What follows belongs to an exercise in optimizing a design on an open flow for small area; a production flow would make more cautious choices. Where RTL was checked, it was by simulation tests only, not by an equivalence proof against the original. Power and IR drop assume default switching activity.

==> flow/design.v <==
package madd_pkg;
  localparam int WinLen    = 16;
  localparam int WinLog    = $clog2(WinLen);
  localparam int SmpW      = 16;
  localparam int SumW      = SmpW + WinLog;
  localparam int DevW      = SumW + 1;
  localparam int ThrW      = 15;
  localparam int HoldW     = 8;
  localparam int LimW      = ThrW + WinLog;
  localparam int CfgIdxW   = 1;
  localparam int CfgDataW  = 15;
  localparam int EvtW      = 2;
  localparam int OutTdataW = 8;
  localparam logic [ThrW-1:0]  ThrRst  = ThrW'(768);
  localparam logic [HoldW-1:0] HoldRst = HoldW'(30);
  typedef enum logic [CfgIdxW-1:0] {
    CfgThreshold = 1'b0,
    CfgHoldoff   = 1'b1
  } cfg_idx_e;
  typedef enum logic [EvtW-1:0] {
    EvtNone    = 2'd0,
    EvtBump    = 2'd1,
    EvtPothole = 2'd2
  } evt_e;
  typedef struct packed {
    logic                   vld;
    logic signed [SmpW-1:0] data;
  } cell_t;
endpackage
module madd_cell (
  input  logic                        clk_i,
  input  logic                        en_i,
  input  logic [madd_pkg::SmpW-1:0]   d_i,
  output logic [madd_pkg::SmpW-1:0]   q_o
);
  always_ff @(posedge clk_i) begin
    if (en_i) begin
      q_o <= d_i;
    end
  end
endmodule
module madd_eval (
  input  logic [madd_pkg::SmpW-1:0]  smp_i,
  input  logic [madd_pkg::SumW-1:0]  sum_i,
  input  logic [madd_pkg::ThrW-1:0]  thr_i,
  output logic                       hit_pos_o,
  output logic                       hit_neg_o
);
  localparam int SmpW = madd_pkg::SmpW;
  localparam int SumW = madd_pkg::SumW;
  localparam int ThrW = madd_pkg::ThrW;
  localparam int CW   = SumW + 2;
  logic signed [CW-1:0] x, r, t, m, k_pos, k_neg;
  assign x = CW'($signed(smp_i));
  assign r = CW'($signed(sum_i));
  assign t = CW'(thr_i);
  assign m     = (x <<< 4) - x;
  assign k_pos = r + (t <<< 4);
  assign k_neg = r - (t <<< 4);
  assign hit_pos_o = m > k_pos;
  assign hit_neg_o = m < k_neg;
endmodule
module moving_average_deviation_detector_unit (
  input  logic                               clk_i,
  input  logic                               rst_ni,
  input  logic                               cfg_we_i,
  input  logic [madd_pkg::CfgIdxW-1:0]       cfg_idx_i,
  input  logic [madd_pkg::CfgDataW-1:0]      cfg_wdata_i,
  input  logic                               s_axis_tvalid,
  output logic                               s_axis_tready,
  input  logic [madd_pkg::SmpW-1:0]          s_axis_tdata,   
  output logic                               m_axis_tvalid,
  input  logic                               m_axis_tready,
  output logic [madd_pkg::OutTdataW-1:0]     m_axis_tdata    
);
  localparam int WinLen = madd_pkg::WinLen;
  localparam int SumW   = madd_pkg::SumW;
  localparam int SmpW   = madd_pkg::SmpW;
  localparam int HoldW  = madd_pkg::HoldW;
  logic [madd_pkg::ThrW-1:0] thr_q;
  logic [HoldW-1:0]          hold_len_q;
  always_ff @(posedge clk_i or negedge rst_ni) begin
    if (!rst_ni) begin
      thr_q      <= madd_pkg::ThrRst;
      hold_len_q <= madd_pkg::HoldRst;
    end else if (cfg_we_i) begin
      if (cfg_idx_i == madd_pkg::CfgHoldoff) begin
        hold_len_q <= cfg_wdata_i[HoldW-1:0];
      end else begin
        thr_q <= cfg_wdata_i[madd_pkg::ThrW-1:0];
      end
    end
  end
  logic ovld_q;
  logic accept;
  assign s_axis_tready = !ovld_q || m_axis_tready;
  assign accept        = s_axis_tvalid && s_axis_tready;
  logic [SmpW-1:0] win [WinLen];
  assign win[0] = s_axis_tdata;
  for (genvar k = 0; k < WinLen - 1; k++) begin : g_cell
    madd_cell u_cell (
      .clk_i (clk_i),
      .en_i  (accept),
      .d_i   (win[k]),
      .q_o   (win[k+1])
    );
  end
  logic            fill_q;
  logic [SumW-1:0] sum_q, sum_all, smp_ext, out_ext;
  assign smp_ext = {{(SumW-SmpW){s_axis_tdata[SmpW-1]}}, s_axis_tdata};
  assign out_ext = fill_q ? {{(SumW-SmpW){win[WinLen-1][SmpW-1]}}, win[WinLen-1]} : '0;
  assign sum_all = sum_q + smp_ext;
  always_ff @(posedge clk_i or negedge rst_ni) begin
    if (!rst_ni) begin
      sum_q <= '0;
    end else if (accept) begin
      sum_q <= sum_all - out_ext;
    end
  end
  logic hit_pos, hit_neg;
  madd_eval u_eval (
    .smp_i     (s_axis_tdata),
    .sum_i     (sum_q),
    .thr_i     (thr_q),
    .hit_pos_o (hit_pos),
    .hit_neg_o (hit_neg)
  );
  logic [HoldW-1:0] hold_q, hold_cur;
  logic             hold_dirty_q, blank_q, hit_pos_q, hit_neg_q, blank;
  assign hold_cur = (hold_dirty_q && !blank_q && (hit_pos_q || hit_neg_q)) ? hold_len_q : hold_q;
  assign blank    = hold_cur != '0;
  always_ff @(posedge clk_i or negedge rst_ni) begin
    if (!rst_ni) begin
      hold_q       <= HoldW'(WinLen - 1);
      hold_dirty_q <= 1'b0;
      fill_q       <= 1'b0;
      ovld_q       <= 1'b0;
    end else begin
      hold_q       <= hold_cur;
      hold_dirty_q <= accept;
      if (accept) begin
        if (blank) begin
          hold_q <= hold_cur - 1'b1;
        end
        if (hold_cur == HoldW'(1)) begin
          fill_q <= 1'b1;
        end
      end
      ovld_q <= accept || (ovld_q && !m_axis_tready);
    end
  end
  always_ff @(posedge clk_i) begin
    if (accept) begin
      blank_q   <= blank;
      hit_pos_q <= hit_pos;
      hit_neg_q <= hit_neg;
    end
  end
  madd_pkg::evt_e evt;
  always_comb begin
    if (blank_q) begin
      evt = madd_pkg::EvtNone;
    end else if (hit_pos_q) begin
      evt = madd_pkg::EvtBump;
    end else if (hit_neg_q) begin
      evt = madd_pkg::EvtPothole;
    end else begin
      evt = madd_pkg::EvtNone;
    end
  end
  assign m_axis_tvalid = ovld_q;
  assign m_axis_tdata  = madd_pkg::OutTdataW'(evt);
endmodule
clock: 4.5 ns
lec_check: 0
cap_margin: 20
core_margin: 2
core_utilization: 60
cts_buf_list: sky130_fd_sc_hd__clkbuf_8
cts_cluster_size: 30
gpl_timing_driven: 0
slew_margin: 20
run.sh (not shown) runs the stock make flow with config.mk's settings and CLKGATE_MAP_FILE= SYNTH_SCRIPT=/design/flow/synth_recipe.tcl, a recipe that flattens the netlist after the stock synthesis.
==> next run, changes <==
--- a/flow/design.v
+++ b/flow/design.v
@@ -49,16 +49,15 @@
   localparam int SmpW = madd_pkg::SmpW;
   localparam int SumW = madd_pkg::SumW;
   localparam int ThrW = madd_pkg::ThrW;
-  localparam int CW   = SumW + 2;
-  logic signed [CW-1:0] x, r, t, m, k_pos, k_neg;
+  localparam int CW   = SumW + 3;
+  logic signed [CW-1:0] x, r, t, c_pos, c_neg;
   assign x = CW'($signed(smp_i));
   assign r = CW'($signed(sum_i));
   assign t = CW'(thr_i);
-  assign m     = (x <<< 4) - x;
-  assign k_pos = r + (t <<< 4);
-  assign k_neg = r - (t <<< 4);
-  assign hit_pos_o = m > k_pos;
-  assign hit_neg_o = m < k_neg;
+  assign c_pos = (x <<< 4) - x - r - (t <<< 4) - CW'(1);
+  assign c_neg = (x <<< 4) - x - r + (t <<< 4);
+  assign hit_pos_o = !c_pos[CW-1];
+  assign hit_neg_o = c_neg[CW-1];
 endmodule
 module moving_average_deviation_detector_unit (
   input  logic                               clk_i,
@@ -106,15 +105,17 @@
     );
   end
   logic            fill_q;
-  logic [SumW-1:0] sum_q, sum_all, smp_ext, out_ext;
-  assign smp_ext = {{(SumW-SmpW){s_axis_tdata[SmpW-1]}}, s_axis_tdata};
-  assign out_ext = fill_q ? {{(SumW-SmpW){win[WinLen-1][SmpW-1]}}, win[WinLen-1]} : '0;
-  assign sum_all = sum_q + smp_ext;
+  logic [SumW-1:0] sum_q, smp_ext, out_ext;
+  logic [SmpW-1:0] smp_in, smp_out;
+  assign smp_in  = accept ? s_axis_tdata : '0;
+  assign smp_out = (accept && fill_q) ? win[WinLen-1] : '0;
+  assign smp_ext = {{(SumW-SmpW){smp_in[SmpW-1]}}, smp_in};
+  assign out_ext = {{(SumW-SmpW){smp_out[SmpW-1]}}, smp_out};
   always_ff @(posedge clk_i or negedge rst_ni) begin
     if (!rst_ni) begin
       sum_q <= '0;
-    end else if (accept) begin
-      sum_q <= sum_all - out_ext;
+    end else begin
+      sum_q <= sum_q + smp_ext - out_ext;
     end
   end
   logic hit_pos, hit_neg;
@@ -126,8 +127,8 @@
     .hit_neg_o (hit_neg)
   );
   logic [HoldW-1:0] hold_q, hold_cur;
-  logic             hold_dirty_q, blank_q, hit_pos_q, hit_neg_q, blank;
-  assign hold_cur = (hold_dirty_q && !blank_q && (hit_pos_q || hit_neg_q)) ? hold_len_q : hold_q;
+  logic             hold_dirty_q, evt_pos_q, evt_neg_q, blank;
+  assign hold_cur = (hold_dirty_q && (evt_pos_q || evt_neg_q)) ? hold_len_q : hold_q;
   assign blank    = hold_cur != '0;
   always_ff @(posedge clk_i or negedge rst_ni) begin
     if (!rst_ni) begin
@@ -151,23 +152,10 @@
   end
   always_ff @(posedge clk_i) begin
     if (accept) begin
-      blank_q   <= blank;
-      hit_pos_q <= hit_pos;
-      hit_neg_q <= hit_neg;
-    end
-  end
-  madd_pkg::evt_e evt;
-  always_comb begin
-    if (blank_q) begin
-      evt = madd_pkg::EvtNone;
-    end else if (hit_pos_q) begin
-      evt = madd_pkg::EvtBump;
-    end else if (hit_neg_q) begin
-      evt = madd_pkg::EvtPothole;
-    end else begin
-      evt = madd_pkg::EvtNone;
+      evt_pos_q <= hit_pos && !blank;
+      evt_neg_q <= hit_neg && !blank;
     end
   end
   assign m_axis_tvalid = ovld_q;
-  assign m_axis_tdata  = madd_pkg::OutTdataW'(evt);
+  assign m_axis_tdata  = madd_pkg::OutTdataW'({evt_neg_q, evt_pos_q});
 endmodule
The new run completed, yet does not pass: negative setup slack.
Power climbs by 11%.
Routed wire length drops by 13%.
Worst hold slack gets better by 0.14 ns.
Final area drops by 5.9%.
Worst setup slack gets worse by 0.49 ns.
Sequential cell count drops by 1.
First-iteration DRC count drops by 13%.
Via count drops by 14%.
Clock-buffer cell count climbs by 2.
Final cell count drops by 14%.
Register-to-register slack gets worse by 0.44 ns.
Die area drops by 7.6%.
Only the layout flow was run in the second run of this note; the RTL was not checked for function there.

---

Setup of lane 5:
moving_average_deviation_detector_unit, a different RTL version from the one above (not shown whole).
Size in the first run: about 880 cells after synthesis, ~300 flip-flops, about 47 I/O pins, ~13000 µm² of cells after synthesis.
==> module madd_eval, before the edit <==
module madd_eval (
  input  logic [madd_pkg::SmpW-1:0]  smp_i,
  input  logic [madd_pkg::SumW-1:0]  sum_i,
  input  logic [madd_pkg::ThrW-1:0]  thr_i,
  output logic                       hit_pos_o,
  output logic                       hit_neg_o
);
  localparam int SmpW = madd_pkg::SmpW;
  localparam int SumW = madd_pkg::SumW;
  localparam int ThrW = madd_pkg::ThrW;
  localparam int BW   = SmpW + 2;
  logic [BW-1:0] x, t, q, lo, hi, c_pos, c_neg;
  logic          nz;
  assign x  = {{2{smp_i[SmpW-1]}}, smp_i};
  assign t  = BW'(thr_i);
  assign q  = {{2{sum_i[SumW-1]}}, sum_i[SumW-1:SumW-SmpW]};
  assign nz = |sum_i[SumW-SmpW-1:0];
  assign lo = x + ~t;           
  assign hi = x + t;            
  assign c_pos = lo + ~q + BW'(1);
  assign c_neg = q + ~hi + BW'(nz);
  assign hit_pos_o = !c_pos[BW-1];
  assign hit_neg_o = !c_neg[BW-1];
endmodule
==> module moving_average_deviation_detector_unit, before the edit <==
module moving_average_deviation_detector_unit (
  input  logic                               clk_i,
  input  logic                               rst_ni,
  input  logic                               cfg_we_i,
  input  logic [madd_pkg::CfgIdxW-1:0]       cfg_idx_i,
  input  logic [madd_pkg::CfgDataW-1:0]      cfg_wdata_i,
  input  logic                               s_axis_tvalid,
  output logic                               s_axis_tready,
  input  logic [madd_pkg::SmpW-1:0]          s_axis_tdata,   
  output logic                               m_axis_tvalid,
  input  logic                               m_axis_tready,
  output logic [madd_pkg::OutTdataW-1:0]     m_axis_tdata    
);
  localparam int WinLen = madd_pkg::WinLen;
  localparam int SumW   = madd_pkg::SumW;
  localparam int SmpW   = madd_pkg::SmpW;
  localparam int HoldW  = madd_pkg::HoldW;
  logic [madd_pkg::ThrW-1:0] thr_q;
  logic [HoldW-1:0]          hold_len_q;
  always_ff @(posedge clk_i or negedge rst_ni) begin
    if (!rst_ni) begin
      thr_q      <= madd_pkg::ThrRst;
      hold_len_q <= madd_pkg::HoldRst;
    end else if (cfg_we_i) begin
      if (cfg_idx_i == madd_pkg::CfgHoldoff) begin
        hold_len_q <= cfg_wdata_i[HoldW-1:0];
      end else begin
        thr_q <= cfg_wdata_i[madd_pkg::ThrW-1:0];
      end
    end
  end
  logic ovld_q;
  logic accept;
  assign s_axis_tready = !ovld_q || m_axis_tready;
  assign accept        = s_axis_tvalid && s_axis_tready;
  logic [SmpW-1:0] win [WinLen];
  assign win[0] = s_axis_tdata;
  for (genvar k = 0; k < WinLen - 1; k++) begin : g_cell
    madd_cell u_cell (
      .clk_i (clk_i),
      .en_i  (accept),
      .d_i   (win[k]),
      .q_o   (win[k+1])
    );
  end
  logic            fill_q;
  logic [SumW-1:0] sum_q, sum_all, smp_ext, out_ext;
  assign smp_ext = {{(SumW-SmpW){s_axis_tdata[SmpW-1]}}, s_axis_tdata};
  assign out_ext = fill_q ? {{(SumW-SmpW){win[WinLen-1][SmpW-1]}}, win[WinLen-1]} : '0;
  assign sum_all = sum_q + smp_ext;
  always_ff @(posedge clk_i or negedge rst_ni) begin
    if (!rst_ni) begin
      sum_q <= '0;
    end else if (accept) begin
      sum_q <= sum_all - out_ext;
    end
  end
  logic hit_pos, hit_neg;
  madd_eval u_eval (
    .smp_i     (s_axis_tdata),
    .sum_i     (sum_all),
    .thr_i     (thr_q),
    .hit_pos_o (hit_pos),
    .hit_neg_o (hit_neg)
  );
  logic [HoldW-1:0] hold_q;
  madd_pkg::evt_e   evt_q;
  always_ff @(posedge clk_i or negedge rst_ni) begin
    if (!rst_ni) begin
      hold_q <= HoldW'(WinLen - 1);
      fill_q <= 1'b0;
      ovld_q <= 1'b0;
    end else begin
      if (accept) begin
        if (hold_q != '0) begin
          hold_q <= hold_q - 1'b1;
        end else if (hit_pos || hit_neg) begin
          hold_q <= hold_len_q;
        end
        if (hold_q == HoldW'(1)) begin
          fill_q <= 1'b1;
        end
      end
      ovld_q <= accept || (ovld_q && !m_axis_tready);
    end
  end
  always_ff @(posedge clk_i) begin
    if (accept) begin
      if (hold_q != '0) begin
        evt_q <= madd_pkg::EvtNone;
      end else if (hit_pos) begin
        evt_q <= madd_pkg::EvtBump;
      end else if (hit_neg) begin
        evt_q <= madd_pkg::EvtPothole;
      end else begin
        evt_q <= madd_pkg::EvtNone;
      end
    end
  end
  assign m_axis_tvalid = ovld_q;
  assign m_axis_tdata  = madd_pkg::OutTdataW'(evt_q);
endmodule
Settings: LEC_CHECK=0, CAP_MARGIN=20, CORE_MARGIN=2, CORE_UTILIZATION=60, CTS_BUF_LIST=sky130_fd_sc_hd__clkbuf_8, CTS_CLUSTER_SIZE=30, GPL_TIMING_DRIVEN=0, SLEW_MARGIN=20; clock period 4.5 ns.
Lane 5 completed end to end; final checks failed (setup timing).
Modified inputs, lane 2 compared to lane 5
-- flow/design.v --
<<< lane 5, line 50
  localparam int SumW = madd_pkg::SumW;
  localparam int ThrW = madd_pkg::ThrW;
  localparam int BW   = SmpW + 2;
  logic [BW-1:0] x, t, q, lo, hi, c_pos, c_neg;
  logic          nz;
  assign x  = {{2{smp_i[SmpW-1]}}, smp_i};
  assign t  = BW'(thr_i);
  assign q  = {{2{sum_i[SumW-1]}}, sum_i[SumW-1:SumW-SmpW]};
  assign nz = |sum_i[SumW-SmpW-1:0];
  assign lo = x + ~t;           
  assign hi = x + t;            
  assign c_pos = lo + ~q + BW'(1);
  assign c_neg = q + ~hi + BW'(nz);
  assign hit_pos_o = !c_pos[BW-1];
  assign hit_neg_o = !c_neg[BW-1];
endmodule
module moving_average_deviation_detector_unit (
>>> lane 2, line 50
  localparam int SumW = madd_pkg::SumW;
  localparam int ThrW = madd_pkg::ThrW;
  localparam int CW   = SumW + 3;
  logic signed [CW-1:0] x, r, t, c_pos, c_neg;
  assign x = CW'($signed(smp_i));
  assign r = CW'($signed(sum_i));
  assign t = CW'(thr_i);
  assign c_pos = (x <<< 4) - x - r - (t <<< 4) - CW'(1);
  assign c_neg = (x <<< 4) - x - r + (t <<< 4);
  assign hit_pos_o = !c_pos[CW-1];
  assign hit_neg_o = c_neg[CW-1];
endmodule
module moving_average_deviation_detector_unit (
<<< lane 5, line 124
  madd_eval u_eval (
    .smp_i     (s_axis_tdata),
    .sum_i     (sum_all),
    .thr_i     (thr_q),
    .hit_pos_o (hit_pos),
>>> lane 2, line 120
  madd_eval u_eval (
    .smp_i     (s_axis_tdata),
    .sum_i     (sum_q),
    .thr_i     (thr_q),
    .hit_pos_o (hit_pos),
## What came out
Lane 2 against lane 5: synthesized cell count went up; number of distinct library cells after synthesis increased 10. Comparing lane 2 against lane 5, there is no change at all in deepest level of the CTS H-tree. Measured against each other, lane 5 and lane 2 differ in clock network fraction of total power, the higher figure coming from lane 2. Every stage of lane 2 finished as expected; the final checks, on the other hand, flagged setup timing, which means the layout fails. Delta (lane 2 minus lane 5): maximum achievable frequency grew by 1.5%, share of layout cells above drive strength 1 grew by 2.2 points, number of hold buffers added after cts held steady, setup TNS grew by 220 ps, met3 routed wirelength shrank by 17%.
No functional check of the RTL was part of any run of this note.

## static timing again, ports no longer ideal
In the flow no input, the clock included, has a driving cell. The finished layouts below were timed again as built, in two steps. Step 1: set_driving_cell puts a clkbuf_16 on clk_i and a buf_2 on each other input, an assumption about the parent block. Step 2 times the ports against the registers' clock, not the clock port: input delays grow and output delays shrink by t, the midpoint of the rising clock arrivals with the driver on. Three values: no drivers, after step 1, after step 2; two values: the first two.
run	t, ns	setup slack, ns	worst hold slack (ns)	clock arrival spread, ns	pins driven straight from the clock port
the first run of note 1	0.601	0.171 / 0.171 / -0.363	0.263 / 0.252 / 0.403	0.017 / 0.017	1
the second run of note 1	0.600	-0.319 / -0.318 / -0.918	0.406 / 0.394 / 0.408	0.018 / 0.018	1
lane 5	0.589	-0.302 / -0.305 / -0.894	0.401 / 0.383 / 0.405	0.031 / 0.031	1
lane 2	0.581	-0.230 / -0.267 / -0.848	0.267 / 0.260 / 0.411	0.017 / 0.016	1
Met with ideal ports but missed after step 2: setup timing in the first run of note 1. For lane 2, which loses most, drivers alone change the setup slack by -0.037 ns; drivers and shift together by -0.618 ns.
